This design comes from an exercise in tuning for small area on the open sky130 flow, not from production work. Where RTL was checked, it was by simulation tests only, not by an equivalence proof against the original. No functional check of the RTL was part of run 2. No activity file was given, so power comes from the tool's default toggle rates.

==> flow/design.v <==
`default_nettype none
package aes_pkg;
  localparam logic [7:0] RCON_INIT = 8'h01;
  localparam logic [2047:0] SBOX_TBL = {
    128'h637c777bf26b6fc53001672bfed7ab76,
    128'hca82c97dfa5947f0add4a2af9ca472c0,
    128'hb7fd9326363ff7cc34a5e5f171d83115,
    128'h04c723c31896059a071280e2eb27b275,
    128'h09832c1a1b6e5aa0523bd6b329e32f84,
    128'h53d100ed20fcb15b6acbbe394a4c58cf,
    128'hd0efaafb434d338545f9027f503c9fa8,
    128'h51a3408f929d38f5bcb6da2110fff3d2,
    128'hcd0c13ec5f974417c4a77e3d645d1973,
    128'h60814fdc222a908846eeb814de5e0bdb,
    128'he0323a0a4906245cc2d3ac629195e479,
    128'he7c8376d8dd54ea96c56f4ea657aae08,
    128'hba78252e1ca6b4c6e8dd741f4bbd8b8a,
    128'h703eb5664803f60e613557b986c11d9e,
    128'he1f8981169d98e949b1e87e9ce5528df,
    128'h8ca1890dbfe6426841992d0fb054bb16
  };
  typedef enum logic [1:0] {
    IDLE  = 2'd0,
    GEN   = 2'd1,
    DRAIN = 2'd2
  } state_t;
  function automatic logic [7:0] sbox(input logic [7:0] b);
    logic [10:0] idx;
    idx = {~b, 3'b000};
    sbox = SBOX_TBL[idx +: 8];
  endfunction
  function automatic logic [7:0] xtime(input logic [7:0] b);
    xtime = {b[6:0], 1'b0} ^ (b[7] ? 8'h1b : 8'h00);
  endfunction
  function automatic int nr_from_nk(input int nk);
    nr_from_nk = nk + 6;
  endfunction
endpackage
`default_nettype wire
`default_nettype none
module aes_subword
(
  input  logic [7:0] i_byte,
  output logic [7:0] o_byte
);
  function automatic logic [3:0] gm4(input logic [3:0] a, input logic [3:0] b);
    logic [3:0] p, x;
    p = 4'h0; x = a;
    for (int k = 0; k < 4; k++) begin
      if (b[k]) p = p ^ x;
      x = {x[2:0], 1'b0} ^ (x[3] ? 4'h3 : 4'h0);
    end
    gm4 = p;
  endfunction
  function automatic logic [3:0] gi4(input logic [3:0] a);
    case (a)
      4'h0: gi4 = 4'h0;
      4'h1: gi4 = 4'h1;
      4'h2: gi4 = 4'h9;
      4'h3: gi4 = 4'he;
      4'h4: gi4 = 4'hd;
      4'h5: gi4 = 4'hb;
      4'h6: gi4 = 4'h7;
      4'h7: gi4 = 4'h6;
      4'h8: gi4 = 4'hf;
      4'h9: gi4 = 4'h2;
      4'ha: gi4 = 4'hc;
      4'hb: gi4 = 4'h5;
      4'hc: gi4 = 4'ha;
      4'hd: gi4 = 4'h4;
      4'he: gi4 = 4'h3;
      4'hf: gi4 = 4'h8;
      default: gi4 = 4'h0;
    endcase
  endfunction
  logic [7:0] t, u;
  logic [3:0] a1, a0, d, di;
  assign t[0] = i_byte[0] ^ i_byte[4] ^ i_byte[6] ^ i_byte[7];
  assign t[1] = i_byte[1] ^ i_byte[2] ^ i_byte[4] ^ i_byte[6] ^ i_byte[7];
  assign t[2] = i_byte[4] ^ i_byte[6];
  assign t[3] = i_byte[3] ^ i_byte[4] ^ i_byte[5] ^ i_byte[7];
  assign t[4] = i_byte[4] ^ i_byte[5] ^ i_byte[6];
  assign t[5] = i_byte[1] ^ i_byte[4] ^ i_byte[6] ^ i_byte[7];
  assign t[6] = i_byte[2] ^ i_byte[3] ^ i_byte[5] ^ i_byte[7];
  assign t[7] = i_byte[5] ^ i_byte[7];
  assign o_byte[0] = ~(u[0] ^ u[2] ^ u[4]);
  assign o_byte[1] = ~(u[0] ^ u[1] ^ u[2] ^ u[3] ^ u[6] ^ u[7]);
  assign o_byte[2] = u[0] ^ u[3] ^ u[4] ^ u[5] ^ u[6] ^ u[7];
  assign o_byte[3] = u[0] ^ u[2] ^ u[4] ^ u[5] ^ u[6];
  assign o_byte[4] = u[0] ^ u[1] ^ u[3] ^ u[7];
  assign o_byte[5] = ~(u[1] ^ u[2] ^ u[3]);
  assign o_byte[6] = ~(u[4] ^ u[6] ^ u[7]);
  assign o_byte[7] = u[1] ^ u[2] ^ u[5] ^ u[6];
  assign a1 = t[7:4];
  assign a0 = t[3:0];
  logic [3:0] dl;
  assign dl[0] = a1[2] ^ a0[0] ^ a0[2];
  assign dl[1] = a1[1] ^ a1[2] ^ a1[3] ^ a0[2];
  assign dl[2] = a1[1] ^ a0[1] ^ a0[3];
  assign dl[3] = a1[0] ^ a1[2] ^ a1[3] ^ a0[3];
  assign d  = dl ^ gm4(a1, a0);
  assign di = gi4(d);
  assign u  = {gm4(a1, di), gm4(a0 ^ a1, di)};
endmodule
`default_nettype wire
`default_nettype none
module aes_key_expand
#(
  parameter int NK = 8
) (
  input  logic            clk,
  input  logic            reset,
  input  logic            start,
  input  logic [32*NK-1:0] key_in,
  output logic            busy,
  output logic            rk_valid,
  input  logic            rk_ready,
  output logic [3:0]      rk_round,
  output logic [31:0]     k0_out,
  output logic [31:0]     k1_out,
  output logic [31:0]     k2_out,
  output logic [31:0]     k3_out,
  output logic            done
);
  logic [255:0] r_win;
  logic [7:0]   r_cnt;
  logic [7:0] w_old, w_sub_in, w_sub_out, w_rcon, w_t, w_new;
  logic       w_copy, w_rot, w_sw, w_adv, w_last;
  assign w_old  = r_win[255:248];
  assign w_copy = (r_cnt[7:4] == 4'd0);
  assign w_rot  = !w_copy && (r_cnt[4:2] == 3'd4);    
  assign w_sw   = !w_copy && (r_cnt[4:2] == 3'd0);    
  always_comb begin
    if (w_rot)
      w_sub_in = (r_cnt[1:0] == 2'd3) ? r_win[55:48] : r_win[23:16];
    else
      w_sub_in = r_win[31:24];
  end
  aes_subword u_sbox (
    .i_byte (w_sub_in),
    .o_byte (w_sub_out)
  );
  assign w_rcon = (r_cnt[1:0] == 2'd0) ? (8'h01 << r_cnt[7:5]) : 8'h00;
  always_comb begin
    if (w_copy)
      w_t = 8'h00;
    else if (w_rot)
      w_t = w_sub_out ^ w_rcon;
    else if (w_sw)
      w_t = w_sub_out;
    else
      w_t = r_win[31:24];
  end
  assign w_new = w_old ^ w_t;
  assign rk_valid = busy && (r_cnt[3:0] == 4'd0);
  assign rk_round = r_cnt[7:4];
  assign {k0_out, k1_out, k2_out, k3_out} = r_win[127:0];
  assign w_adv  = busy && (!rk_valid || rk_ready);
  assign w_last = rk_valid && rk_ready && (r_cnt[7:4] == 4'd14);
  always_ff @(posedge clk) begin
    if (!busy) begin
      r_win <= {key_in[127:0], key_in[255:128]};
      r_cnt <= 8'd0;
    end else if (w_adv) begin
      r_win <= {r_win[247:0], w_new};
      r_cnt <= r_cnt + 8'd1;
    end
  end
  always_ff @(posedge clk) begin
    if (reset) begin
      busy <= 1'b0;
      done <= 1'b0;
    end else begin
      done <= w_last;
      if (!busy)
        busy <= start;
      else if (w_last)
        busy <= 1'b0;
    end
  end
endmodule
`default_nettype wire
`default_nettype none
module aes256_key_expand (
  input  logic         clk,
  input  logic         reset,
  input  logic         start,
  input  logic [255:0] key_in,
  output logic         busy,
  output logic         rk_valid,
  input  logic         rk_ready,
  output logic [3:0]   rk_round,
  output logic [31:0]  k0_out,
  output logic [31:0]  k1_out,
  output logic [31:0]  k2_out,
  output logic [31:0]  k3_out,
  output logic         done
);
  aes_key_expand #(.NK(8)) u_core (
    .clk      (clk),
    .reset    (reset),
    .start    (start),
    .key_in   (key_in),
    .busy     (busy),
    .rk_valid (rk_valid),
    .rk_ready (rk_ready),
    .rk_round (rk_round),
    .k0_out   (k0_out),
    .k1_out   (k1_out),
    .k2_out   (k2_out),
    .k3_out   (k3_out),
    .done     (done)
  );
endmodule
`default_nettype wire
==> flow/run.sh <==
#!/bin/bash
# synth_recipe.tcl (not shown) runs the flow's synth.tcl, then flattens the netlist and writes it again
# the make line also repeats each setting of config.mk as NAME=value (left out here)
make -C /OpenROAD-flow-scripts/flow DESIGN_CONFIG=/design/flow/config.mk WORK_HOME=/design/flow/orfs CLKGATE_MAP_FILE= SYNTH_SCRIPT=/design/flow/synth_recipe.tcl finish
==> flow/config.mk <==
export PLATFORM = sky130hd
export DESIGN_NAME = aes256_key_expand
export DESIGN_NICKNAME = aes256_key_expand
export VERILOG_FILES = /design/flow/design.v
export SDC_FILE = /design/flow/constraint.sdc
export NUM_CORES = 4
export LEC_CHECK = 0
export CAP_MARGIN = 20
export CORE_MARGIN = 2
export CORE_UTILIZATION = 25
export PLACE_DENSITY = 0.5
export SLEW_MARGIN = 20
==> flow/constraint.sdc <==
create_clock -name core_clock -period 10.0 [get_ports {clk}]
set_input_delay 2.0000 -clock core_clock [delete_from_list [all_inputs] [get_ports {clk}]]
set_output_delay 2.0000 -clock core_clock [all_outputs]
set_load 0.01 [all_outputs]
==> results of run 1 <==
final timing paths:
check | startpoint | slack (ns) | end | cells past startpoint
worst max-delay path | u_core.r_cnt[4] | 3.51 | u_core.r_win[2] | 24
worst min-delay path | u_core.r_win[209] | 0.54 | u_core.r_win[217] | 1
worst max register to register | u_core.r_cnt[4] | 3.51 | u_core.r_win[2] | 24
worst min register to register | u_core.r_win[209] | 0.54 | u_core.r_win[217] | 1
through the flow:
step / util, % / worst slack, ns / hold WS, ns / cell area, um^2
finish: 33.5 / 3.51 / 0.543 / 19800
global route: 33.5 / 2.90 / 0.557 / 19800
CTS: 33.5 / 3.45 / 0.546 / 19800
detailed placement: 31.7 / 3.47 / 0.530 / 18700
global placement: 31.7 / 3.69 / 0.526 / 18700
floorplan: - / 1.03 / 0.516 / 15000
per-layer routing:
metal,vias to the layer above,global-route usage [%]
li1,4406,-
met1,4562,16.7
met2,303,25.2
met3,64,4.65
met4,12,3.81
met5,-,0
power by group:
part           switching [W]  internal (W)
Combinational        0.00169       0.00188
Clock               0.000494      0.000694
Sequential          0.000110       0.00140
final cells by class:
cell class	count	area, um^2	share of cell area [%]
Antenna cell	5	12.5	0.0632
Clock buffer	42	902	4.56
Clock inverter	19	149	0.752
Inverter	12	45.0	0.227
Multi-Input combinational cell	625	5820	29.4
Sequential cell	266	7890	39.8
Tap cell	773	967	4.88
Timing Repair Buffer	404	4020	20.3
synthesized netlist by cell type (13+ instances only):
library cell,count
clkbuf_1,25
xnor2_1,44
nand2_1,23
nor2_1,57
mux2_2,255
nor3_1,13
a21oi_1,14
xor2_1,34
buf_4,141
edfxtp_1,256
nand3_1,16
mux2i_1,20
kinds of logic after synthesis:
group | count (synthesis) | share of synthesized area, %
mux | 279 | 21.0
flops | 266 | 52.6
buf+inv | 194 | 8.65
simple gates | 157 | 5.47
xor+xnor | 94 | 6.82
compound gates | 85 | 4.60
fa+ha+maj | 10 | 0.834
state kept, by name (all words and copies together), names as in the netlist:
register	flops
u_core.r_win	256
u_core.r_cnt	8
u_core.busy	1
u_core.done	1
critical path: cells and delay by family (launching register included):
family / cells / cell delay (ns)
xor+xnor: 7 / 1.56
compound gates: 6 / 1.25
fa+ha+maj: 2 / 0.60
buf+inv: 1 / 0.09
mux: 1 / 0.29
simple gates: 7 / 2.00
flops: 1 / 0.53
layout by cell type (no fill, tap or decap), types with 10 or more instances in the layout:
cell type / Yosys / final
clkdlybuf4s50_1: 0 / 394
edfxtp_1: 256 / 256
mux2_2: 255 / 255
nor2_1: 57 / 57
xnor2_1: 44 / 44
clkbuf_16: 0 / 35
xor2_1: 34 / 34
nand2_1: 23 / 23
mux2i_1: 20 / 20
nand3_1: 16 / 16
a21oi_1: 14 / 14
nor3_1: 13 / 13
clkinv_1: 1 / 13
inv_1: 10 / 10
ha_1: 10 / 10
buf_4: 141 / 10
==> metrics.md, run 1 <==
| Metric | Value |
|---|---|
| Status | complete, no violations |
| Placer Congestion | 0.825 |
| Initial DRC count | 499 |
| Htree depth | 2 |
| Die Ht | 249 um |
| Clock buffer depth | 3 |
| Post-synth top area cell | edfxtp_1 |
| CP max FO | 12 |
| Nets | 1,613 |
| Post-synth top flop | edfxtp_1 |
| Final count of hold timing violations | 0 |
| CTS tree | done |
| Initial antenna violation count | 12 |
| Final setup vio count | 0 |
| Max transition margin | 30.4% |
| Flops & latches, synth | 266 |
| Initial Util | 25.4% |
| Wl on met1 | 18,100 um |
| Gr usage total | 14.3% |
| Met2 wire len | 22,900 um |
| Die W | 249 um |
| Num ports | 395 |
| CTS Sinks | 266 |
| Final Skew | 0.0150 ns |
| Vias per inst | 4.36 |
| TritonCTS Buffers | 34 |
| Count of cell types in the netlist | 81 |
| Row cnt | 89 |
| Drt first pass iters | 4 |
| Setup Buffers After CTS | 0 |
| Unrepaired setup endpoints after global routing | no |
| Slowest cell on crit path | nor3b_2 |
| Max-cap violations | 0 |
| Slew @ Worst Pin | 1.04 ns |
| Dpl hpwl | 33,600 um |
| PD cells | 316 nW/um^2 |
| Netlist Area Pre-Place | 15,000 um^2 |
| Post-synthesis sequential area ratio | 52.6% |
| Grt ovf | 0 |
| Crit path arrival time | 6.87 ns |
| Crit start category | flip-flop |
| Worst setup EP type | flip-flop |
| Synth top area share | 51.3% |
| Worst-Skew Late Latency | 0.54 ns |
| Final Max Slew Viols | 0 |
| Die area | 62,000 um^2 |
| CP Class | flip-flop to flip-flop |
| Final non-filler cell total | 2,146 |
| Met3 Wirelength | 3270 um |
| Final Cycle Share | 64.9% |
| Cell mode on critical path | xnor2_1 |
| Port bufs | 394 |
| Fillers | 5,861 |
| DRC errors left | 0 |
| Total power | 0.00626 W |
| Hold_buf cts | 0 |
| Max IR drop VDD | 0.455 mV |
| Largest net degree at the start of global routing | 78 |
| Final ANT Viol Nets | 0 |
| Vias in the first global route | 10,000 |
| Core Region | 59,100 um^2 |
| Post-CTS sizing | 0 |
| Syn-to-layout area delta | 32.1% |
| First-pass GRT wire length | 66,100 um |
| Syn_nets | 1,355 |
| Max layer used | met5 |
| Max Clock Freq | 154 MHz |
| LEAKAGE | 7.01 nW |
| Root Driver | clkbuf_16 |
| Gate Count Post-Synth | 1,085 |
| Vias post-DR | 9,347 |
| Crit path largest cell delay | 0.82 ns |
| Async S/R FF share, synth | 0% |
| TNS Setup | 0 ns |
| Tmin final | 6.49 ns |
| Syn Area/Cell | 13.8 um^2 |
| Avg WL per Cell | 21.1 um |
| Clk pin slew, worst setup/hold paths | 0.06 ns |
| Inst Count DP | 2,080 |
| Layout cells sized above 1 | 26.1% |
| Synthesis Warnings | 2 |
| CP required | 10.38 ns |
| Routed wire length | 45,200 um |
| Min-Delay Path Class | flip-flop to flip-flop |
| Top cells by area, synth | edfxtp_1 (51%), mux2_2 (19%), buf_4 (7.1%) |
| EDFF count, synth | 256 |
| Cell Chain, Critical Path | nor3b_2, nor2_1, a21o_1, xnor2_1, ha_1, xor2_1, xnor2_1, nand4_1, nand2_1, inv_1, ha_1, o21ai_1, a211o_1, nand3_1, mux2_2, and4bb_1, a211oi_2, xnor2_2, xnor3_1, xnor2_1, xnor2_1, o21a_1, or3_1, a31oi_1 |
==> run 2, diff against run 1 <==
--- a/flow/design.v
+++ b/flow/design.v
@@ -158,12 +158,16 @@
   assign w_adv  = busy && (!rk_valid || rk_ready);
   assign w_last = rk_valid && rk_ready && (r_cnt[7:4] == 4'd14);
+  logic w_ld, w_sh, w_hd;
+  assign w_ld = !busy;
+  assign w_sh = w_adv;
+  assign w_hd = busy && !w_adv;
   always_ff @(posedge clk) begin
-    if (!busy) begin
-      r_win <= {key_in[127:0], key_in[255:128]};
+    r_win <= ({256{w_ld}} & {key_in[127:0], key_in[255:128]})
+           | ({256{w_sh}} & {r_win[247:0], w_new})
+           | ({256{w_hd}} & r_win);
+    if (!busy)
       r_cnt <= 8'd0;
-    end else if (w_adv) begin
-      r_win <= {r_win[247:0], w_new};
+    else if (w_adv)
       r_cnt <= r_cnt + 8'd1;
-    end
   end
   always_ff @(posedge clk) begin
==> flow/flow/run.sh (new file) <==
#!/bin/bash
# Own flow: the standard ORFS layout with smaller port buffers and a
# lighter clock tree. Every tool's output goes to a log file in this folder.
set -euo pipefail
cat >> config.mk <<'EOC'
export BUFFER_PORTS_ARGS = -buffer_cell sky130_fd_sc_hd__buf_1
export CTS_ARGS = -sink_clustering_enable -repair_clock_nets -dont_use_dummy_load -buf_list {sky130_fd_sc_hd__clkbuf_2 sky130_fd_sc_hd__clkbuf_4 sky130_fd_sc_hd__clkbuf_8}
EOC
bash standard.sh finish > standard_flow.log 2>&1
==> flow/standard.sh (new file) <==
#!/bin/bash
# synth_recipe.tcl (not shown) runs the flow's synth.tcl, then flattens the netlist and writes it again
# the make line also repeats each setting of config.mk as NAME=value (left out here)
make -C /OpenROAD-flow-scripts/flow DESIGN_CONFIG=/design/flow/config.mk WORK_HOME=/design/flow/orfs CLKGATE_MAP_FILE= SYNTH_SCRIPT=/design/flow/synth_recipe.tcl "${@:-finish}"
--- a/flow/config.mk
+++ b/flow/config.mk
@@ -11,2 +11,4 @@
 export PLACE_DENSITY = 0.5
 export SLEW_MARGIN = 20
+export BUFFER_PORTS_ARGS = -buffer_cell sky130_fd_sc_hd__buf_1
+export CTS_ARGS = -sink_clustering_enable -repair_clock_nets -dont_use_dummy_load -buf_list {sky130_fd_sc_hd__clkbuf_2 sky130_fd_sc_hd__clkbuf_4 sky130_fd_sc_hd__clkbuf_8}
removed: flow/run.sh
==> run 2 against run 1 <==
  * Combinational power increased by 15%
  * Clock skew increased by 0.049 ns
  * Critical path depth unchanged
  * Die area decreased by 8.3%
  * First-iteration DRC count increased by 85%
  * Register-to-register slack got worse by 0.36 ns
  * Critical path type unchanged
  * Highest routed layer unchanged
==> metrics.md, run 2 <==
| Metric | Value |
|---|---|
| Largest net degree at the start of global routing | 98 (+26%) |
| Syn Area/Cell | 9.81 um^2 (-29%) |
| Fillers | 5,819 (-0.72%) |
| Post-synthesis sequential area ratio | 38.8% (-14 points) |
| Synthesis Warnings | 2 (unchanged) |
| Grt ovf | 0 (unchanged) |
| Status | complete, no violations |
| Final Skew | 0.0640 ns (+0.0489 ns) |
| Hold_buf cts | 0 (unchanged) |
| Synth top area share | 38.8% (-13 points) |
| Crit start category | flip-flop |
| Num ports | 395 (unchanged) |
| Commonest non-fill, non-tap cell in the layout | buf_1 |
| TNS Setup | 0 ns (unchanged) |
| Async S/R FF share, synth | 0% (unchanged) |
| Grt met2 use | 26.4% (+1.2 points) |
| Initial antenna violation count | 11 (-1) |
| Clock buffer depth | 3 (unchanged) |
| Routed wire length | 47,000 um (+3.8%) |
| Placer Congestion | 0.897 (+8.8%) |
| Nets | 1,879 (+16%) |
| Max FFs per register | 256 (unchanged) |
| DP Area | 14,700 um^2 (-21%) |
| CP max FO | 14 (+2) |
| Fin area | 15,400 um^2 (-22%) |
| Top cells by area, synth | dfxtp_1 (39%), a221o_1 (18%), nor2b_1 (12%) |
| CTS Sinks | 266 (unchanged) |
| Tmin final | 6.84 ns (+0.356 ns) |
| PD cells | 408 nW/um^2 (+29%) |
| Dpl hpwl | 34,900 um (+3.7%) |
| Sequential cell area | 5330 um^2 (-32%) |
| LEAKAGE | 5.69 nW (-19%) |
| Die area | 56,800 um^2 (-8.3%) |
| Post-synth top area cell | dfxtp_1 |
| GR met3 Demand/Resource | 3.76% (-0.89 points) |
| EDFF count, synth | 0 (-100%) |
| Die Ht | 238 um (-4.2%) |
| Netlist Area Pre-Place | 13,700 um^2 (-8.4%) |
| Htree depth | 2 (unchanged) |
| Syn-to-layout area delta | 11.9% |
| Setup Buffers After CTS | 0 (unchanged) |
| Min-Delay Path Class | flip-flop to flip-flop |
| Worst-Skew Late Latency | 0.58 ns (+0.04 ns) |
| Core Region | 54,000 um^2 (-8.6%) |
| Layout cells sized above 1 | 5.97% (-20 points) |
| Count leader, synth | dfxtp_1 |
| Synth cell count leaders | dfxtp_1 (266), nor2b_1 (256), a221o_1 (247) |
| Reg with most FFs | u_core.r_win |
| Slew @ Worst Pin | 1.12 ns (+0.0721 ns) |
| Port bufs | 394 (unchanged) |
| Initial Util | 25.4% (+0.068 points) |
| Final setup vio count | 0 (unchanged) |
| Top Usage Layer GRT | met2 |
| TritonCTS Buffers | 47 (+38%) |
| Max transition margin | 25.6% (-4.8 points) |
| Die W | 238 um (-4.2%) |
| Final non-filler cell total | 2,306 (+7.5%) |
| CTS tree | done |
| Gr usage total | 15.9% (+1.5 points) |
| Most frequent cells in the layout | buf_1 (394), dfxtp_1 (265), nor2b_1 (256) |
| Row cnt | 85 (-4.5%) |
| Inst Count DP | 2,256 (+8.5%) |
| Drt first pass iters | 5 (+1) |
| Largest regs | u_core.r_win (256), u_core.r_cnt (8) |
| Flops & latches, synth | 266 (unchanged) |
| Final Cycle Share | 68.4% (+3.6 points) |
| First-pass GRT wire length | 69,500 um (+5.1%) |
| Count of cell types in the netlist | 70 (-14%) |
| Max-cap violations | 0 (unchanged) |
| Syn_nets | 1,670 (+23%) |
| Gate Count Post-Synth | 1,400 (+29%) |
| Clk pin slew, worst setup/hold paths | 0.06 ns (about the same) |
| Vias post-DR | 11,300 (+21%) |
| M1 GR Usage | 20.1% (+3.4 points) |
| Worst Hold Margin | 0.477 ns (-0.0657 ns) |
| Max IR drop VDD | 0.589 mV (+29%) |
| Post-CTS sizing | 0 (unchanged) |
| Final Max Slew Viols | 0 (unchanged) |
| Vias in the first global route | 11,200 (+11%) |
| DRC errors left | 0 (unchanged) |
| Post-synth top flop | dfxtp_1 |
| CP Class | flip-flop to flip-flop |
| Avg WL per Cell | 20.4 um (-3.4%) |
| Max Clock Freq | 146 MHz (-5.2%) |
| Vias per inst | 4.92 (+13%) |
| Worst setup EP type | flip-flop |
| Root Driver | clkbuf_8 |
| Multi-input combinational cell area | 6940 um^2 (+19%) |
| Unrepaired setup endpoints after global routing | no |
| Final ANT Viol Nets | 0 (unchanged) |
| CP required | 10.41 ns (+0.03 ns) |
| Crit path arrival time | 7.25 ns (+0.38 ns) |
| Initial DRC count | 921 (+85%) |
| Final count of hold timing violations | 0 (unchanged) |
==> run 2: cell count changes in the layout (fill, tap and decap cells not counted), moves of 11 or more <==
cell	before	now
clkdlybuf4s50_1	394	0
buf_1	0	394
xor2_1	34	21
dfxtp_1	9	265
a221o_1	0	247
nand2_1	23	34
nor2b_1	4	256
clkbuf_16	35	0
o21ai_0	5	20
mux2_2	255	9
nor2_1	57	41
edfxtp_1	256	0
clkinv_1	13	0
clkbuf_8	0	47
==> run 2: worst max-delay path, stage by stage, from the launching register on <==
cell and delay, ns:
dfxtp_1 0.37, ha_1 0.54, inv_2 0.21, mux2i_1 0.42
xnor2_1 0.18, a21oi_1 0.39, inv_1 0.12, ha_1 0.30
xor2_1 0.17, xnor2_1 0.14, xnor2_1 0.15, xnor2_1 0.35
inv_1 0.12, ha_1 0.22, and2_1 0.15, a2111oi_2 0.51
a21o_1 0.31, nor2_1 0.09, xnor2_1 0.29, xnor2_2 0.18
xnor3_1 0.51, or4_1 0.49, a31oi_1 0.25, xnor2_1 0.16
o21ai_1 0.07
==> run 2: metrics by stage <==
stage,setup slack (ns),util (%),total power (W)
after floorplan,4.38,-,0.00490
after detailed placement,3.21,27.2,0.00545
after CTS,3.18,28.4,0.00631
after global placement,3.48,27.2,0.00544
final,3.16,28.5,0.00627
after global routing,2.61,28.5,0.00673
==> run 2: cell type report <==
type | count | area share [%]
tap | 696 | 5.66
multi-input combinational | 880 | 45.1
inverter | 12 | 0.293
sequential | 266 | 34.6
timing repair buffer | 402 | 10.0
clock buffer | 47 | 4.21
antenna | 3 | 0.0488
==> run 2: power by group <==
group          total (W)  internal (W)  switching (W)
combinational    0.00409       0.00213        0.00196
clock           0.000821      0.000412       0.000408
sequential       0.00136       0.00120       0.000157
==> run 2: worst paths after layout <==
kind / start / endpoint / slack [ns] / depth (start not counted)
max: u_core.r_cnt[0] / u_core.r_win[4] / 3.16 / 24
min reg2reg: u_core.r_win[237] / u_core.r_win[245] / 0.48 / 1
max reg2reg: u_core.r_cnt[0] / u_core.r_win[4] / 3.16 / 24
min: u_core.r_win[237] / u_core.r_win[245] / 0.48 / 1
==> run 2: cells by family after synthesis <==
logic type / after synthesis / share of synthesized area, %
compound gates: 343 / 22.8
buf+inv: 254 / 10.8
mux: 30 / 2.30
fa+ha+maj: 10 / 0.911
xor+xnor: 86 / 6.99
flops: 266 / 38.8
simple gates: 411 / 17.4
==> run 2: layer usage <==
layer  vias to the layer above  routed length, um
met1                      5446              20200
met3                        85               3060
met4                        16               1360
li1                       5418                  -
met2                       372              22300
met5                         -                105
==> run 3, diff against run 2 <==
--- a/flow/design.v
+++ b/flow/design.v
@@ -123,8 +123,10 @@
   output logic            done
 );
+  logic [127:0] r_lo, r_hin;
   logic [255:0] r_win;
   logic [7:0]   r_cnt;
   logic [7:0] w_old, w_sub_in, w_sub_out, w_rcon, w_t, w_new;
   logic       w_copy, w_rot, w_sw, w_adv, w_last;
+  assign r_win  = {~r_hin, r_lo};
   assign w_old  = r_win[255:248];
   assign w_copy = (r_cnt[7:4] == 4'd0);
@@ -163,7 +165,10 @@
   assign w_hd = busy && !w_adv;
   always_ff @(posedge clk) begin
-    r_win <= ({256{w_ld}} & {key_in[127:0], key_in[255:128]})
-           | ({256{w_sh}} & {r_win[247:0], w_new})
-           | ({256{w_hd}} & r_win);
+    r_hin <= ({128{w_ld}} & ~key_in[127:0])
+           | ({128{w_sh}} & {r_hin[119:0], ~r_lo[127:120]})
+           | ({128{w_hd}} & r_hin);
+    r_lo  <= ({128{w_ld}} & key_in[255:128])
+           | ({128{w_sh}} & {r_lo[119:0], w_new})
+           | ({128{w_hd}} & r_lo);
     if (!busy)
       r_cnt <= 8'd0;
==> flow/flow/run.sh (replaced) <==
#!/bin/bash
# Own flow: the standard ORFS layout with smaller port buffers and a
# lighter clock tree. Every tool's output goes to a log file in this folder.
set -euo pipefail
cat >> config.mk <<'EOC'
export BUFFER_PORTS_ARGS = -buffer_cell sky130_fd_sc_hd__buf_1
export CTS_ARGS = -sink_clustering_enable -repair_clock_nets -dont_use_dummy_load -sink_clustering_size 20 -sink_clustering_max_diameter 50 -buf_list {sky130_fd_sc_hd__clkbuf_8}
EOC
bash standard.sh finish > standard_flow.log 2>&1
==> flow/config.mk (replaced) <==
export PLATFORM = sky130hd
export DESIGN_NAME = aes256_key_expand
export DESIGN_NICKNAME = aes256_key_expand
export VERILOG_FILES = /design/flow/design.v
export SDC_FILE = /design/flow/constraint.sdc
export NUM_CORES = 4
export LEC_CHECK = 0
export CAP_MARGIN = 20
export CORE_MARGIN = 2
export CORE_UTILIZATION = 50
export PLACE_DENSITY = 0.7
export SLEW_MARGIN = 20
export BUFFER_PORTS_ARGS = -buffer_cell sky130_fd_sc_hd__buf_1
export CTS_ARGS = -sink_clustering_enable -repair_clock_nets -dont_use_dummy_load -sink_clustering_size 20 -sink_clustering_max_diameter 50 -buf_list {sky130_fd_sc_hd__clkbuf_8}
==> run 3 against run 2 <==
  * Clock-buffer cell count down 19
  * Die area decreased by 54%
  * Routed wire length down 16%
  * Register-to-register slack got worse by 0.03 ns
  * First-iteration DRC count is 2.3% lower
  * Worst setup slack worse by 0.026 ns
  * Synthesized area down 10%
  * Global-route usage grew 13 points
  * Clock power fell by 28%
==> metrics.md, run 3 <==
| Metric | Value |
|---|---|
| Status | complete, no violations |
| CP required | 10.40 ns (about the same) |
| Final count of hold timing violations | 0 (unchanged) |
| CP max FO | 26 (+12) |
| Netlist Area Pre-Place | 12,300 um^2 (-10%) |
| Flops & latches, synth | 266 (unchanged) |
| Initial Util | 50.8% (+25 points) |
| CP bufs+invs | 2 (-1) |
| Setup Buffers After CTS | 0 (unchanged) |
| Num ports | 395 (unchanged) |
| CP Class | flip-flop to flip-flop |
| Routed wire length | 39,300 um (-16%) |
| Syn-to-layout area delta | 15.0% |
| Vias per inst | 5.87 (+19%) |
| Gate Count Post-Synth | 1,236 (-12%) |
| Worst setup EP type | flip-flop |
| Min-Delay Path Class | flip-flop to flip-flop |
| Vias in the first global route | 10,400 (-6.7%) |
| Post-CTS sizing | 0 (unchanged) |
| Placer Congestion | 0.879 (-2.1%) |
| Max IR drop VDD | 0.948 mV (+61%) |
| Syn_nets | 1,506 (-9.8%) |
| Layout cells sized above 1 | 4.14% (-1.8 points) |
| Final Skew | 0.0904 ns (+0.0264 ns) |
| Syn Area/Cell | 9.97 um^2 (+1.6%) |
| Slew @ Worst Pin | 1.03 ns (-0.0858 ns) |
| Inst Count DP | 1,842 (-18%) |
| Max-cap violations | 0 (unchanged) |
| Count of cell types in the netlist | 68 (-2.9%) |
| Drt first pass iters | 5 (unchanged) |
| Nets | 1,818 (-3.2%) |
| Post-synth top flop | dfxtp_1 |
| Setup ws final | 3.13 ns (-0.0255 ns) |
| Grt ovf | 0 (unchanged) |
| Sequential cell area | 5330 um^2 (unchanged) |
| Vias post-DR | 11,000 (-2.8%) |
| Gr usage total | 28.6% (+13 points) |
| PD cells | 463 nW/um^2 (+14%) |
| Clock buffer depth | 3 (unchanged) |
| Max Clock Freq | 146 MHz (-0.37%) |
| Crit start category | flip-flop |
| Synthesis Warnings | 2 (unchanged) |
| Htree depth | 1 (-1) |
| Die W | 161 um (-32%) |
| Dpl hpwl | 28,500 um (-18%) |
| Largest regs | u_core.r_hin (128), u_core.r_lo (128), u_core.r_cnt (8) |
| Multi-input combinational cell area | 6470 um^2 (-6.8%) |
| Fillers | 2,232 (-62%) |
| LEAKAGE | 5.41 nW (-4.9%) |
| Largest net degree at the start of global routing | 101 (+3.1%) |
| Root Driver | clkbuf_8 |
| Unrepaired setup endpoints after global routing | no |
| CTS Sinks | 266 (unchanged) |
| Post-synthesis sequential area ratio | 43.2% (+4.4 points) |
| EDFF count, synth | 0 (unchanged) |
| Hold_buf cts | 0 (unchanged) |
| Tmin final | 6.87 ns (+0.0255 ns) |
| Port bufs | 394 (unchanged) |
| DRC errors left | 0 (unchanged) |
| Die area | 25,900 um^2 (-54%) |
| Top cells by area, synth | dfxtp_1 (43%), a221o_1 (20%), nor2b_1 (6.7%) |
| Crit path arrival time | 7.27 ns (+0.02 ns) |
| CP top delay family | XOR/XNOR gates |
| Synth cell count leaders | dfxtp_1 (266), a221o_1 (241), nor2_1 (154) |
| Slowest cell on crit path | nor3b_4 |
| Final Cycle Share | 68.7% (+0.25 points) |
| Total power | 0.00657 W (+4.8%) |
| Synth top area share | 43.2% (+4.4 points) |
| Core Region | 24,200 um^2 (-55%) |
| TNS Setup | 0 ns (unchanged) |
| First-pass GRT wire length | 59,100 um (-15%) |
| Final setup vio count | 0 (unchanged) |
| TritonCTS Buffers | 28 (-40%) |
| Max transition margin | 31.3% (+5.7 points) |
| Post-synth top area cell | dfxtp_1 |
| Async S/R FF share, synth | 0% (unchanged) |
| Count leader, synth | dfxtp_1 |
| Initial DRC count | 900 (-2.3%) |
| Initial antenna violation count | 6 (-5) |
| Clk pin slew, worst setup/hold paths | 0.10 ns (+0.04 ns) |
| Crit path largest cell delay | 0.87 ns (+0.33 ns) |
| CTS tree | done |
| Final Max Slew Viols | 0 (unchanged) |
| Final non-filler cell total | 1,877 (-19%) |
| Place WS | 3.25 ns (+0.0380 ns) |
| Final ANT Viol Nets | 0 (unchanged) |
| Final core utilization | 58.5% (+30 points) |
| Die Ht | 161 um (-32%) |
| Worst-Skew Late Latency | 0.60 ns (+0.02 ns) |
| Commonest non-fill, non-tap cell in the layout | buf_1 |
| Avg WL per Cell | 20.9 um (+2.9%) |
| Row cnt | 57 (-33%) |
| Cell Chain, Critical Path | nor3b_4, nor2_1, a21oi_1, inv_1, ha_1, xor2_1, xnor2_1, xor2_1, inv_1, ha_1, mux2i_1, mux2i_1, nor2_1, xor2_1, xnor2_1, xor3_1, nor4bb_2, nor3_2, xnor2_1, o21ai_1 |
| Most frequent cells in the layout | buf_1 (394), dfxtp_1 (265), a221o_1 (241) |
## run 3: logic make-up (layout without fill, tap and decap cells)
| logic type | Yosys count | count (layout) | share of synthesized area (%) |
|---|---|---|---|
| flip-flops | 266 | 266 | 43.2 |
| buffers and inverters | 129 | 439 | 4.38 |
| AO/OA/AOI/OAI | 329 | 329 | 24.7 |
| AND/OR/NAND/NOR | 388 | 388 | 16.2 |
| multiplexers | 25 | 25 | 2.08 |
| XOR/XNOR | 89 | 89 | 8.44 |
| other | 0 | 7 | 0 |
| adder cells (fa/ha/maj) | 10 | 10 | 1.02 |
## run 3: cell type report
type,count,area share [%]
timing repair buffer,401,10.8
sequential,266,37.6
multi-input combinational,841,45.6
antenna,7,0.124
inverter,10,0.265
clock buffer,28,2.72
tap,324,2.86
## run 3: routing by layer
| layer | global-route usage (%) | vias up | part of all wire [%] |
|---|---|---|---|
| li1 | - | 5236 | - |
| met4 | 9.70 | 4 | 3.1 |
| met5 | 0 | - | 0.066 |
| met2 | 48.8 | 386 | 49 |
| met3 | 6.14 | 74 | 7.0 |
| met1 | 36.1 | 5319 | 41 |
## run 3: worst register-to-register path, cell delays in order (launching register included)
cell      delay [ns]
dfxtp_1         0.57
nor3b_4         0.87
nor2_1          0.11
a21oi_1         0.70
inv_1           0.18
ha_1            0.33
xor2_1          0.17
xnor2_1         0.20
xor2_1          0.37
inv_1           0.12
ha_1            0.32
mux2i_1         0.07
mux2i_1         0.71
nor2_1          0.16
xor2_1          0.21
xnor2_1         0.42
xor3_1          0.57
nor4bb_2        0.20
nor3_2          0.23
xnor2_1         0.14
o21ai_1         0.07
## run 3: final timing paths
check	from	endpoint	slack [ns]	cells past startpoint
max	u_core.r_cnt[4]	u_core.r_lo[6]	3.13	20
min	u_core.r_hin[87]	u_core.r_hin[95]	0.44	1
max reg2reg	u_core.r_cnt[4]	u_core.r_lo[6]	3.13	20
min reg2reg	u_core.r_hin[87]	u_core.r_hin[95]	0.44	1
## run 3: metrics by stage
| stage | hold slack [ns] | instance area, um^2 |
|---|---|---|
| 2_1_floorplan | 0.434 | 12300 |
| 6_report | 0.437 | 14200 |
| 3_5_place_dp | 0.466 | 13800 |
| 5_1_grt | 0.463 | 14200 |
| 4_1_cts | 0.440 | 14200 |
| 3_3_place_gp | 0.445 | 13800 |
## run 3: where the power goes
group	total (W)	switching, W	internal, W
registers	0.00135	0.000148	0.00120
logic	0.00463	0.00219	0.00243
clock network	0.000594	0.000347	0.000247
total	0.00657	0.00269	0.00388
==> run 4, diff against run 3 <==
==> flow/flow/run.sh (replaced) <==
#!/bin/bash
# Own flow: the standard ORFS layout with smaller port buffers and a
# lighter clock tree. Every tool's output goes to a log file in this folder.
set -euo pipefail
cat >> config.mk <<'EOC'
export BUFFER_PORTS_ARGS = -buffer_cell sky130_fd_sc_hd__buf_1
export CTS_ARGS = -sink_clustering_enable -repair_clock_nets -dont_use_dummy_load -sink_clustering_size 16 -sink_clustering_max_diameter 60 -buf_list {sky130_fd_sc_hd__clkbuf_8}
EOC
bash standard.sh finish > standard_flow.log 2>&1
==> flow/config.mk (replaced) <==
export PLATFORM = sky130hd
export DESIGN_NAME = aes256_key_expand
export DESIGN_NICKNAME = aes256_key_expand
export VERILOG_FILES = /design/flow/design.v
export SDC_FILE = /design/flow/constraint.sdc
export NUM_CORES = 4
export LEC_CHECK = 0
export CAP_MARGIN = 20
export CORE_MARGIN = 2
export CORE_UTILIZATION = 25
export PLACE_DENSITY = 0.5
export SLEW_MARGIN = 20
export BUFFER_PORTS_ARGS = -buffer_cell sky130_fd_sc_hd__buf_1
export CTS_ARGS = -sink_clustering_enable -repair_clock_nets -dont_use_dummy_load -sink_clustering_size 16 -sink_clustering_max_diameter 60 -buf_list {sky130_fd_sc_hd__clkbuf_8}
==> run 4 against run 3 <==
  * Highest routed layer unchanged
  * Routed wire length rose by 7.3%
  * Sequential cell count unchanged
  * Non-clock buffer count is 1 higher
  * Clock skew fell by 0.043 ns
  * First-iteration DRC count shrank 29%
  * Register-to-register slack got worse by 0.08 ns
  * Die area rose by 97%
  * Critical path depth is the same
  * Synthesized cell count did not move
  * Still clean on timing, DRC and antenna
==> metrics.md, run 4 <==
| Metric | Value |
|---|---|
| Core Region | 48,800 um^2 (+100%) |
| Slew @ Worst Pin | 1.10 ns (+0.0723 ns) |
| Setup Buffers After CTS | 0 (unchanged) |
| Crit start category | flip-flop |
| Grt ovf | 0 (unchanged) |
| Final count of hold timing violations | 0 (unchanged) |
| Final Cycle Share | 69.4% (+0.76 points) |
| Synth cell count leaders | dfxtp_1 (266), a221o_1 (241), nor2_1 (154) |
| Num ports | 395 (unchanged) |
| FF-to-FF setup slack | 3.06 ns (-0.08 ns) |
| Max IR drop VDD | 0.723 mV (-24%) |
| Final Max Slew Viols | 0 (unchanged) |
| Top cells by area, synth | dfxtp_1 (43%), a221o_1 (20%), nor2b_1 (6.7%) |
| Cell Chain, Critical Path | ha_1, mux2i_1, o21ai_1, xnor2_1, ha_1, xor2_1, xnor2_1, xor2_1, inv_1, ha_1, mux2i_1, mux2i_1, or4_1, o211ai_1, xnor2_2, xnor3_1, or4_1, nand3_1, xor2_1, o21ai_1 |
| EDFF count, synth | 0 (unchanged) |
| PD cells | 453 nW/um^2 (-2.3%) |
| Slowest cell on crit path | ha_1 |
| Initial DRC count | 642 (-29%) |
| Async S/R FF share, synth | 0% (unchanged) |
| Post-Synth Adder-Cell Area | 1.02% (unchanged) |
| Synth Area in Simple Gates | 16.2% (unchanged) |
| Max-cap violations | 0 (unchanged) |
| Root Driver | clkbuf_8 |
| Post-synthesis sequential area ratio | 43.2% (unchanged) |
| Die W | 226 um (+40%) |
| Netlist Area Pre-Place | 12,300 um^2 (unchanged) |
| CP max FO | 20 (-23%) |
| CP Class | flip-flop to flip-flop |
| Nets | 1,818 (unchanged) |
| Hold_buf cts | 0 (unchanged) |
| Gate Count Post-Synth | 1,236 (unchanged) |
| Synth Area in Compound Gates | 24.7% (unchanged) |
| Most frequent cells in the layout | buf_1 (394), dfxtp_1 (265), a221o_1 (241) |
| Routed wire length | 42,200 um (+7.3%) |
| Largest regs | u_core.r_hin (128), u_core.r_lo (128), u_core.r_cnt (8) |
| Vias per inst | 4.93 (-16%) |
| Gr usage total | 15.6% (-13 points) |
| Synth top area share | 43.2% (unchanged) |
| Post-CTS sizing | 0 (unchanged) |
| Synth Area in XOR/XNOR | 8.44% (unchanged) |
| Unrepaired setup endpoints after global routing | no |
| Initial Util | 25.2% (-26 points) |
| Dpl hpwl | 30,700 um (+7.6%) |
| Crit path largest cell delay | 0.80 ns (-0.07 ns) |
| Final core utilization | 29.9% (-29 points) |
| Port bufs | 394 (unchanged) |
| Inst Count DP | 2,182 (+18%) |
| Final Skew | 0.0478 ns (-0.0426 ns) |
| Post-synth top area cell | dfxtp_1 |
| Syn_nets | 1,506 (unchanged) |
| Vias in the first global route | 10,500 (+0.99%) |
| Final non-filler cell total | 2,217 (+18%) |
| TritonCTS Buffers | 27 (-3.6%) |
| Flops & latches, synth | 266 (unchanged) |
| Largest net degree at the start of global routing | 110 (+8.9%) |
| Die area | 51,100 um^2 (+97%) |
| CTS Sinks | 266 (unchanged) |
| Row cnt | 81 (+42%) |
| Final setup vio count | 0 (unchanged) |
| CP required | 10.43 ns (+0.03 ns) |
| Post-synth top flop | dfxtp_1 |
| Htree depth | 1 (unchanged) |
| Main combinational cell family by area after synthesis | compound AO/OA/AOI/OAI gates |
| Die Ht | 226 um (+40%) |
| Final ANT Viol Nets | 0 (unchanged) |
| Count leader, synth | dfxtp_1 |
| Drt first pass iters | 5 (unchanged) |
| Status | complete, no violations |
| Vias post-DR | 10,900 (-0.91%) |
| First-pass GRT wire length | 62,400 um (+5.6%) |
| DRC errors left | 0 (unchanged) |
| Syn-to-layout area delta | 18.6% |
| Worst setup EP type | flip-flop |
| Crit path arrival time | 7.38 ns (+0.11 ns) |
| Avg WL per Cell | 19.0 um (-9.1%) |
| Commonest non-fill, non-tap cell in the layout | buf_1 |
| Count of cell types in the netlist | 68 (unchanged) |
| Max Clock Freq | 144 MHz (-1.1%) |
| Initial antenna violation count | 8 (+2) |
| Layout cells sized above 1 | 4.14% (unchanged) |
| Clock buffer depth | 3 (unchanged) |
| Mux cell area share after synthesis | 2.08% (unchanged) |
| LEAKAGE | 5.42 nW (+0.11%) |
| Max transition margin | 26.5% (-4.8 points) |
| Worst-Skew Late Latency | 0.59 ns (about the same) |
| CTS tree | done |
| Fillers | 5,336 (+140%) |
| Placer Congestion | 0.867 (-1.4%) |
| Synthesis Warnings | 2 (unchanged) |
| Syn Area/Cell | 9.97 um^2 (unchanged) |
| TNS Setup | 0 ns (unchanged) |
| Tmin final | 6.94 ns (+0.0760 ns) |
| Clk pin slew, worst setup/hold paths | 0.07 ns (-0.03 ns) |
| Min-Delay Path Class | flip-flop to flip-flop |
[run 4: cell count changes in the layout (fill, tap and decap cells not counted), sizes merged]
cell and delta:
buf +1, clkbuf -1
[run 4: area by class of cell]
type	instances	area (um^2)	area share, %
Multi-Input combinational cell	841	6470	44.3
Sequential cell	266	5330	36.5
Timing Repair Buffer	402	1560	10.7
Tap cell	664	831	5.68
Clock buffer	27	372	2.54
Inverter	10	37.5	0.257
Antenna cell	7	17.5	0.120
[run 4: through the flow]
step           hold slack, ns  area, um^2  worst slack (ns)  power [W]
2_1_floorplan           0.434       12300              4.39    0.00528
3_3_place_gp            0.452       14200              3.45    0.00596
3_5_place_dp            0.457       14200              3.15    0.00600
4_1_cts                 0.478       14600              3.11    0.00664
5_1_grt                 0.496       14600              2.50    0.00705
6_report                0.475       14600              3.06    0.00662
[run 4: metal layers]
metal	vias up	global-route usage, %	part of all wire, %
met2	303	25.4	47
met5	-	0	0.064
met1	5300	20.3	44
met4	4	5.50	2.7
met3	67	3.32	5.9
li1	5245	-	-
[run 4: cells by family (layout without fill, tap and decap cells)]
family	after synthesis	after routing
other	0	7
adders and majority gates	10	10
AOI/OAI and AO/OA	329	329
buffers and inverters	129	439
DFF	266	266
muxes	25	25
xor gates and xnor gates	89	89
and+or+nand+nor	388	388
[run 4: path summary, 6_finish.rpt]
check,to,cells after the start,start
worst max-delay path,u_core.r_lo[4],20,u_core.r_cnt[1]
worst min-delay path,u_core.r_hin[4],2,u_core.r_hin[4]
worst max register to register,u_core.r_lo[4],20,u_core.r_cnt[1]
worst min register to register,u_core.r_hin[4],2,u_core.r_hin[4]
[run 4: power by group]
group	internal, W	leakage (nW)	switching, W	total (W)
clock	0.000239	0.194	0.000368	0.000607
combinational	0.00244	2.98	0.00222	0.00466
sequential	0.00120	2.24	0.000151	0.00135
total	0.00387	5.42	0.00274	0.00662
[run 4: critical path, delay by kind of cell, from the launching register on]
| family | cells | cell delay [ns] |
|---|---|---|
| xor+xnor | 7 | 1.94 |
| fa+ha+maj | 3 | 1.41 |
| mux | 3 | 1.09 |
| compound gates | 3 | 0.96 |
| simple gates | 3 | 0.81 |
| flops | 1 | 0.39 |
| buf+inv | 1 | 0.13 |
==> run 5, diff against run 4 <==
==> flow/flow/run.sh (replaced) <==
#!/bin/bash
# Own flow: the standard ORFS layout (standard.sh) with
#  - the standard synthesis script, but ABC mapping with an area-oriented
#    script (flow/area.abc) instead of ORFS's delay-oriented one; the
#    registers and their names are untouched,
#  - buf_1 port buffers instead of ORFS's default port buffer,
#  - a clock tree of clkbuf_8 leaf clusters without dummy loads.
# Every tool's output goes to a log file in this folder.
set -euo pipefail
W=$(pwd)
{
  head -n 1 synth_recipe.tcl
  cat <<EOS
proc abc {args} {
  set i [lsearch -exact \$args -script]
  if {\$i >= 0} { set args [lreplace \$args [expr {\$i+1}] [expr {\$i+1}] $W/flow/area.abc] }
  yosys abc {*}\$args
}
EOS
  tail -n +2 synth_recipe.tcl
} > synth_area.tcl
cat >> config.mk <<'EOC'
export BUFFER_PORTS_ARGS = -buffer_cell sky130_fd_sc_hd__buf_1
export CTS_ARGS = -sink_clustering_enable -repair_clock_nets -dont_use_dummy_load -sink_clustering_size 16 -sink_clustering_max_diameter 60 -buf_list {sky130_fd_sc_hd__clkbuf_8}
EOC
bash standard.sh SYNTH_SCRIPT=$W/synth_area.tcl finish > standard_flow.log 2>&1
==> flow/flow/area.abc (new file) <==
strash
dch
map -a
strash
dch
map -a
topo
==> run 5 against run 4 <==
  * Via count down 3.4%
  * Register-to-register slack worse by 0.92 ns
  * Largest cell class is now flip-flops and latches
  * First-iteration DRC count up 20%
  * Global-route usage up 1.2 points
  * Routed wire length down 5.8%
  * Fmax down 12%
  * Synthesized cell count down 2.6%
  * Worst setup slack worse by 0.92 ns
  * Final cell count down 2.0%
  * Highest routed layer unchanged
  * Combinational power down 25%
  * Clock power up 3%
  * Critical endpoint is now u_core.r_lo[2]
  * Critical path depth up 17
==> metrics.md, run 5 <==
| Metric | Value |
|---|---|
| Status | complete, no violations |
| Drt first pass iters | 5 (unchanged) |
| Gate Count Post-Synth | 1,204 (-2.6%) |
| Placer Congestion | 0.856 (-1.2%) |
| Min-Delay Path Class | flip-flop to flip-flop |
| PD cells | 406 nW/um^2 (-10%) |
| TritonCTS Buffers | 29 (+7.4%) |
| EDFF count, synth | 0 (unchanged) |
| Port bufs | 394 (unchanged) |
| Final non-filler cell total | 2,172 (-2.0%) |
| Max IR drop VDD | 0.686 mV (-5.0%) |
| Avg WL per Cell | 18.3 um (-3.8%) |
| Crit path arrival time | 8.36 ns (+0.98 ns) |
| Clock power share | 11.5% (+2.3 points) |
| Synthesis Warnings | 2 (unchanged) |
| Netlist Area Pre-Place | 10,700 um^2 (-13%) |
| Post-synth top flop | dfxtp_1 |
| Hold_buf cts | 0 (unchanged) |
| Slowest cell on crit path | o21ai_0 |
| Num ports | 395 (unchanged) |
| Syn-to-layout area delta | 24.6% |
| Count of cell types in the netlist | 28 (-59%) |
| Top cells by area, synth | dfxtp_1 (50%), a22oi_1 (17%), o21ai_0 (11%) |
| Die area | 44,600 um^2 (-13%) |
| Vias per inst | 4.86 (-1.4%) |
| Post-CTS sizing | 0 (unchanged) |
| Final Cycle Share | 78.7% (+9.2 points) |
| First-pass GRT wire length | 58,500 um (-6.3%) |
| Crit start category | flip-flop |
| Syn_nets | 1,474 (-2.1%) |
| Final setup vio count | 0 (unchanged) |
| Setup Buffers After CTS | 0 (unchanged) |
| Place WS | 2.27 ns (-0.875 ns) |
| Unrepaired setup endpoints after global routing | no |
| Inst Count DP | 2,141 (-1.9%) |
| Worst-Skew Late Latency | 0.66 ns (+0.07 ns) |
| Flops & latches, synth | 266 (unchanged) |
| CP Class | flip-flop to flip-flop |
| Async S/R FF share, synth | 0% (unchanged) |
| Switching power | 0.00264 W (-3.7%) |
| Most frequent cells in the layout | buf_1 (394), dfxtp_1 (265), a22oi_1 (248) |
| CTS Sinks | 266 (unchanged) |
| Dpl hpwl | 28,200 um (-8.1%) |
| CP max FO | 16 (-20%) |
| Nets | 1,903 (+4.7%) |
| Worst Hold Margin | 0.412 ns (-0.0636 ns) |
| Crit path largest cell delay | 0.47 ns (-0.33 ns) |
| Row cnt | 75 (-7.4%) |
| Clock buffer depth | 3 (unchanged) |
| Die Ht | 211 um (-6.6%) |
| LEAKAGE | 4.73 nW (-13%) |
| Synth cell count leaders | dfxtp_1 (266), a22oi_1 (248), o21ai_0 (245) |
| Max-cap violations | 0 (unchanged) |
| Routed wire length | 39,700 um (-5.8%) |
| Int Power | 0.00279 W (-28%) |
| Synth top area share | 49.6% (+6.4 points) |
| Root Driver | clkbuf_8 |
| Die W | 211 um (-6.6%) |
| Combinational power share | 64.4% (-6.0 points) |
| Layout cells sized above 1 | 3.07% (-1.1 points) |
| Clk pin slew, worst setup/hold paths | 0.09 ns (+0.02 ns) |
| Initial Util | 25.5% (+0.24 points) |
| Setup ws final | 2.13 ns (-0.922 ns) |
| Final Skew | 0.0777 ns (+0.0299 ns) |
| Commonest non-fill, non-tap cell in the layout | buf_1 |
| Final Max Slew Viols | 0 (unchanged) |
| Worst setup EP type | flip-flop |
| Largest net degree at the start of global routing | 209 (+90%) |
| Vias post-DR | 10,500 (-3.4%) |
| Post-synthesis sequential area ratio | 49.6% (+6.4 points) |
| Tmin final | 7.87 ns (+0.922 ns) |
| Final ANT Viol Nets | 0 (unchanged) |
| Post-synth top area cell | dfxtp_1 |
| Initial antenna violation count | 3 (-5) |
| CTS tree | done |
| CP required | 10.49 ns (+0.06 ns) |
| Max transition margin | 28.3% (+1.9 points) |
| Core Region | 42,100 um^2 (-14%) |
| Slew @ Worst Pin | 1.06 ns (-0.0396 ns) |
| Switching Fraction | 48.6% (+7.2 points) |
| Cell mode on critical path | clkinv_1 |
| Syn Area/Cell | 8.91 um^2 (-11%) |
| Grt ovf | 0 (unchanged) |
| Count leader, synth | dfxtp_1 |
| Max Clock Freq | 127 MHz (-12%) |
| Largest regs | u_core.r_hin (128), u_core.r_lo (128), u_core.r_cnt (8) |
| Final count of hold timing violations | 0 (unchanged) |
| Initial DRC count | 770 (+20%) |
| Htree depth | 1 (unchanged) |
| DRC errors left | 0 (unchanged) |
| Gr usage total | 16.8% (+1.2 points) |
| Sequential share of power | 24.1% (+3.7 points) |
| Vias in the first global route | 9,871 (-6.2%) |
run 5: cell count changes in the layout (fill, tap and decap cells not counted), moves of 97 or more:
cell,delta
nor2b_1,-132
o21ai_0,+240
a221o_1,-241
a22oi_1,+247
clkinv_1,+97
nand2_1,+105
nor2_1,-106
run 5: through the flow:
step / TNS [ns] / utilization, % / instance area, um^2 / power [W]
global placement: 0 / 30.8 / 13000 / 0.00474
global route: 0 / 31.7 / 13400 / 0.00587
finish: 0 / 31.7 / 13400 / 0.00543
detailed placement: 0 / 30.8 / 13000 / 0.00474
floorplan: -192.11 / - / 10800 / 0.00408
CTS: 0 / 31.7 / 13400 / 0.00544
run 5: final timing paths:
kind / start / endpoint / slack [ns] / depth (start not counted)
setup reg to reg: u_core.r_cnt[3] / u_core.r_lo[2] / 2.13 / 37
hold / removal: u_core.r_lo[90] / u_core.r_lo[98] / 0.41 / 2
hold reg to reg: u_core.r_lo[90] / u_core.r_lo[98] / 0.41 / 2
setup / recovery: u_core.r_cnt[3] / u_core.r_lo[2] / 2.13 / 37
run 5: power by group through the flow:
stage | clock, W | sequential [W] | combinational, W
after floorplan | 0 | 0.00133 | 0.00274
after global placement | 0 | 0.00133 | 0.00341
after detailed placement | 0 | 0.00133 | 0.00341
after CTS | 0.000667 | 0.00131 | 0.00346
after global routing | 0.000697 | 0.00132 | 0.00385
final | 0.000626 | 0.00131 | 0.00350
run 5: area by class of cell:
cell class / count / area [um^2]
inverters: 100 / 380
fillers: 4596 / 28800
diodes: 2 / 5.00
well taps: 539 / 674
multi-input cells: 833 / 5030
flip-flops and latches: 266 / 5330
clock buffers: 29 / 399
repair buffers: 403 / 1560
run 5: logic make-up after synthesis:
family / synth area share (%)
buf+inv: 3.81
xor+xnor: 5.63
flops: 49.6
simple gates: 7.95
compound gates: 31.6
fa+ha+maj: 1.17
mux: 0.198
run 5: routing by layer:
metal | part of all wire, % | vias to the layer above | GRT usage (%)
li1 | - | 5277 | -
met1 | 44 | 4981 | 22.1
met2 | 48 | 229 | 28.0
met3 | 4.8 | 57 | 3.12
met4 | 2.9 | 2 | 5.00
met5 | 0.030 | - | 0
run 5: worst max-delay path, delay by kind of cell, from the launching register on:
family	cells	cell delay (ns)
compound gates	8	1.38
xor+xnor	8	1.92
fa+ha+maj	1	0.35
buf+inv	9	1.92
flops	1	0.34
mux	1	0.06
simple gates	10	1.79
==> run 6, diff against run 5 <==
--- a/flow/flow/run.sh
+++ b/flow/flow/run.sh
@@ -22,5 +22,5 @@
 cat >> config.mk <<'EOC'
 export BUFFER_PORTS_ARGS = -buffer_cell sky130_fd_sc_hd__buf_1
-export CTS_ARGS = -sink_clustering_enable -repair_clock_nets -dont_use_dummy_load -sink_clustering_size 16 -sink_clustering_max_diameter 60 -buf_list {sky130_fd_sc_hd__clkbuf_8}
+export CTS_ARGS = -sink_clustering_enable -repair_clock_nets -dont_use_dummy_load -sink_clustering_size 10 -sink_clustering_max_diameter 50 -buf_list {sky130_fd_sc_hd__clkbuf_4}
 EOC
 bash standard.sh SYNTH_SCRIPT=$W/synth_area.tcl finish > standard_flow.log 2>&1
--- a/flow/config.mk
+++ b/flow/config.mk
@@ -12,3 +12,3 @@
 export SLEW_MARGIN = 20
 export BUFFER_PORTS_ARGS = -buffer_cell sky130_fd_sc_hd__buf_1
-export CTS_ARGS = -sink_clustering_enable -repair_clock_nets -dont_use_dummy_load -sink_clustering_size 16 -sink_clustering_max_diameter 60 -buf_list {sky130_fd_sc_hd__clkbuf_8}
+export CTS_ARGS = -sink_clustering_enable -repair_clock_nets -dont_use_dummy_load -sink_clustering_size 10 -sink_clustering_max_diameter 50 -buf_list {sky130_fd_sc_hd__clkbuf_4}
==> run 6 against run 5 <==
  * Still clean
  * Routed wire length rose by 0.23%
  * Non-clock buffer count did not move
  * Clock-buffer cell count up 8
  * Worst setup slack better by 0.010 ns
  * Critical path type unchanged
  * Critical endpoint is now u_core.r_lo[1]
  * Largest cell class unchanged
  * Highest routed layer unchanged
==> metrics.md, run 6 <==
| Metric | Value |
|---|---|
| Syn_nets | 1,474 (unchanged) |
| DRC errors left | 0 (unchanged) |
| Post-CTS sizing | 0 (unchanged) |
| Max IR drop VDD | 0.680 mV (-0.86%) |
| Root Driver | clkbuf_4 |
| Slowest cell on crit path | o21ai_0 |
| Syn-to-layout area delta | 23.5% |
| Core Region | 42,100 um^2 (unchanged) |
| Htree depth | 2 (+1) |
| Final Cycle Share | 78.6% (-0.10 points) |
| Post-synth top flop | dfxtp_1 |
| Initial antenna violation count | 4 (+1) |
| Netlist Area Pre-Place | 10,700 um^2 (unchanged) |
| CP startpoint | u_core.r_cnt[2] |
| Post-synth top area cell | dfxtp_1 |
| Gr usage total | 17.2% (+0.34 points) |
| LEAKAGE | 4.69 nW (-0.81%) |
| Clock power share | 10.1% (-1.4 points) |
| Top cells by area, synth | dfxtp_1 (50%), a22oi_1 (17%), o21ai_0 (11%) |
| Final Max Slew Viols | 0 (unchanged) |
| Hold_buf cts | 0 (unchanged) |
| Post-synthesis sequential area ratio | 49.6% (unchanged) |
| Crit path largest cell delay | 0.47 ns (about the same) |
| CP max FO | 16 (unchanged) |
| RR Startpoint | u_core.r_cnt[2] |
| Synth top area share | 49.6% (unchanged) |
| Status | complete, no violations |
| Max Clock Freq | 127 MHz (+0.13%) |
| Vias post-DR | 10,600 (+0.82%) |
| Row cnt | 75 (unchanged) |
| TNS Setup | 0 ns (unchanged) |
| Clock buffer depth | 3 (unchanged) |
| Die area | 44,600 um^2 (unchanged) |
| CTS Sinks | 266 (unchanged) |
| Max-cap violations | 0 (unchanged) |
| FF-to-FF path depth | 36 (-2.7%) |
| Final ANT Viol Nets | 0 (unchanged) |
| Worst-Skew Late Latency | 0.74 ns (+0.08 ns) |
| Final Skew | 0.0653 ns (-0.0123 ns) |
| Layout cells sized above 1 | 3.54% (+0.47 points) |
| Total power | 0.00534 W (-1.7%) |
| TritonCTS Buffers | 37 (+28%) |
| PD cells | 403 nW/um^2 (-0.85%) |
| Slew @ Worst Pin | 1.05 ns (-0.0150 ns) |
| Cell mode on critical path | clkinv_1 |
| Most frequent cells in the layout | buf_1 (394), dfxtp_1 (265), a22oi_1 (248) |
| Routed wire length | 39,800 um (+0.23%) |
| FF-to-FF setup slack | 2.14 ns (about the same) |
| First-pass GRT wire length | 59,000 um (+0.73%) |
| Initial DRC count | 727 (-5.6%) |
| Place WS | 2.27 ns (unchanged) |
| Die W | 211 um (unchanged) |
| Worst R2R End | u_core.r_lo[1] |
| Flops & latches, synth | 266 (unchanged) |
| Unrepaired setup endpoints after global routing | no |
| Max transition margin | 29.4% (+1.0 points) |
| Gate Count Post-Synth | 1,204 (unchanged) |
| Grt ovf | 0 (unchanged) |
| Placer Congestion | 0.856 (unchanged) |
| Dpl hpwl | 28,200 um (unchanged) |
| Synthesis Warnings | 2 (unchanged) |
| Nets | 1,911 (+0.42%) |
| Sequential share of power | 24.5% (+0.4 points) |
| Count of cell types in the netlist | 28 (unchanged) |
| Largest net degree at the start of global routing | 209 (unchanged) |
| Vias per inst | 4.88 (+0.41%) |
| Avg WL per Cell | 18.3 um (-0.18%) |
| Tmin final | 7.86 ns (-0.0102 ns) |
| Setup Buffers After CTS | 0 (unchanged) |
| Switching power | 0.00263 W (-0.32%) |
| Num ports | 395 (unchanged) |
| Synth cell count leaders | dfxtp_1 (266), a22oi_1 (248), o21ai_0 (245) |
| Int Power | 0.00270 W (-3.1%) |
| Commonest non-fill, non-tap cell in the layout | buf_1 |
| CTS tree | done |
| Min-Delay Path Class | flip-flop to flip-flop |
| Syn Area/Cell | 8.91 um^2 (unchanged) |
| Count leader, synth | dfxtp_1 |
| Port bufs | 394 (unchanged) |
| Largest regs | u_core.r_hin (128), u_core.r_lo (128), u_core.r_cnt (8) |
| Setup ws final | 2.14 ns (+0.0102 ns) |
| Vias in the first global route | 9,985 (+1.2%) |
| Drt first pass iters | 5 (unchanged) |
| Async S/R FF share, synth | 0% (unchanged) |
| Switching Fraction | 49.3% (+0.70 points) |
| EDFF count, synth | 0 (unchanged) |
| Die Ht | 211 um (unchanged) |
| Worst setup EP type | flip-flop |
| CP Class | flip-flop to flip-flop |
| Final setup vio count | 0 (unchanged) |
| CP required | 10.54 ns (+0.05 ns) |
| Final count of hold timing violations | 0 (unchanged) |
| CP endpoint | u_core.r_lo[1] |
| Crit path arrival time | 8.40 ns (+0.04 ns) |
| Initial Util | 25.5% (unchanged) |
| Clk pin slew, worst setup/hold paths | 0.11 ns (+0.02 ns) |
| Crit start category | flip-flop |
| Combinational power share | 65.4% (+1.0 points) |
[run 6: cell count changes in the layout (fill, tap and decap cells not counted), sizes merged]
cell / delta
diode: +1
clkbuf: +8
[run 6: per-stage QoR]
step                      util (%)  instance area (um^2)  std cells  hold slack, ns
after CTS                     31.4                 13200       2178           0.421
after floorplan                  -                 10800       1204           0.436
after global placement        30.8                 13000       2141           0.452
final                         31.5                 13300       2181           0.436
after global routing          31.5                 13300       2180           0.444
after detailed placement      30.8                 13000       2141           0.454
[run 6: critical path, delay by kind of cell (launching register included)]
family / cells / cell delay (ns)
AO/OA/AOI/OAI: 6 / 1.13
adder cells (fa/ha/maj): 1 / 0.35
multiplexers: 1 / 0.06
XOR/XNOR: 8 / 2.00
AND/OR/NAND/NOR: 11 / 1.92
buffers and inverters: 9 / 1.92
flip-flops: 1 / 0.32
[run 6: final cells by class]
type	count	area (um^2)
Clock buffer	37	278
Sequential cell	266	5330
Multi-Input combinational cell	833	5030
Fill cell	4636	28900
Antenna cell	3	7.51
Inverter	100	380
Timing Repair Buffer	403	1560
Tap cell	539	674
[run 6: cells by family after synthesis]
| kind of cell | share of synthesized area, % |
|---|---|
| AOI/OAI and AO/OA | 31.6 |
| DFF | 49.6 |
| and+or+nand+nor | 7.95 |
| buffers and inverters | 3.81 |
| xor gates and xnor gates | 5.63 |
| adders and majority gates | 1.17 |
| muxes | 0.198 |
[run 6: power groups by stage]
stage | clock network [W] | registers (W) | logic, W
after floorplan | 0 | 0.00133 | 0.00274
after global placement | 0 | 0.00133 | 0.00341
after detailed placement | 0 | 0.00133 | 0.00341
after CTS | 0.000579 | 0.00131 | 0.00346
after global routing | 0.000621 | 0.00132 | 0.00385
final | 0.000538 | 0.00131 | 0.00349
[run 6: worst min-delay path by stage]
stage          depth (start not counted)              start                 to  slack (ns)
3_3_place_gp                           2  u_core.r_hin[112]  u_core.r_hin[120]        0.45
6_report                               2    u_core.r_lo[78]    u_core.r_lo[86]        0.44
5_1_grt                                2    u_core.r_lo[78]    u_core.r_lo[86]        0.44
2_1_floorplan                          2  u_core.r_hin[112]  u_core.r_hin[120]        0.44
3_5_place_dp                           2    u_core.r_lo[14]    u_core.r_lo[22]        0.45
4_1_cts                                2    u_core.r_lo[90]    u_core.r_lo[98]        0.42
[run 6: layer usage]
layer | GRT usage (%) | wire, um | up-vias
met5 | 0 | 13 | -
met4 | 6.46 | 1120 | 2
met3 | 3.43 | 2230 | 64
met2 | 28.4 | 19300 | 272
met1 | 22.1 | 17200 | 4988
li1 | - | - | 5307

[re-timing with driven ports]
In the flow no input, the clock included, has a driving cell. The finished layouts below were timed again as built, in two steps.
Step 1, drivers: a clkbuf_16 drives clk and a buf_2 each remaining input, both assumed.
Step 2 moves the port delays by t, midway between the first and last clock arrival at a register: inputs arrive t later, outputs are due t later. That takes back most of the time a late clock gives input paths.
Slacks: ideal ports / drivers / drivers and shift; pairs: ideal ports / drivers.
run	t, ns	setup WS [ns]	worst register clock-pin slew, ns	worst data-port slew with drivers (ns)
run 1	0.585	3.514 / 3.514 / 3.514	0.06 / 0.06	0.09
run 2	0.602	3.158 / 3.158 / 3.158	0.06 / 0.06	0.11
run 3	0.593	3.132 / 3.132 / 3.132	0.10 / 0.10	0.10
run 4	0.632	3.056 / 3.056 / 3.056	0.10 / 0.10	0.10
run 5	0.643	2.134 / 2.134 / 2.134	0.10 / 0.10	0.08
run 6	0.745	2.145 / 2.145 / 2.145	0.11 / 0.11	0.09
After both steps every run listed still meets setup and hold.
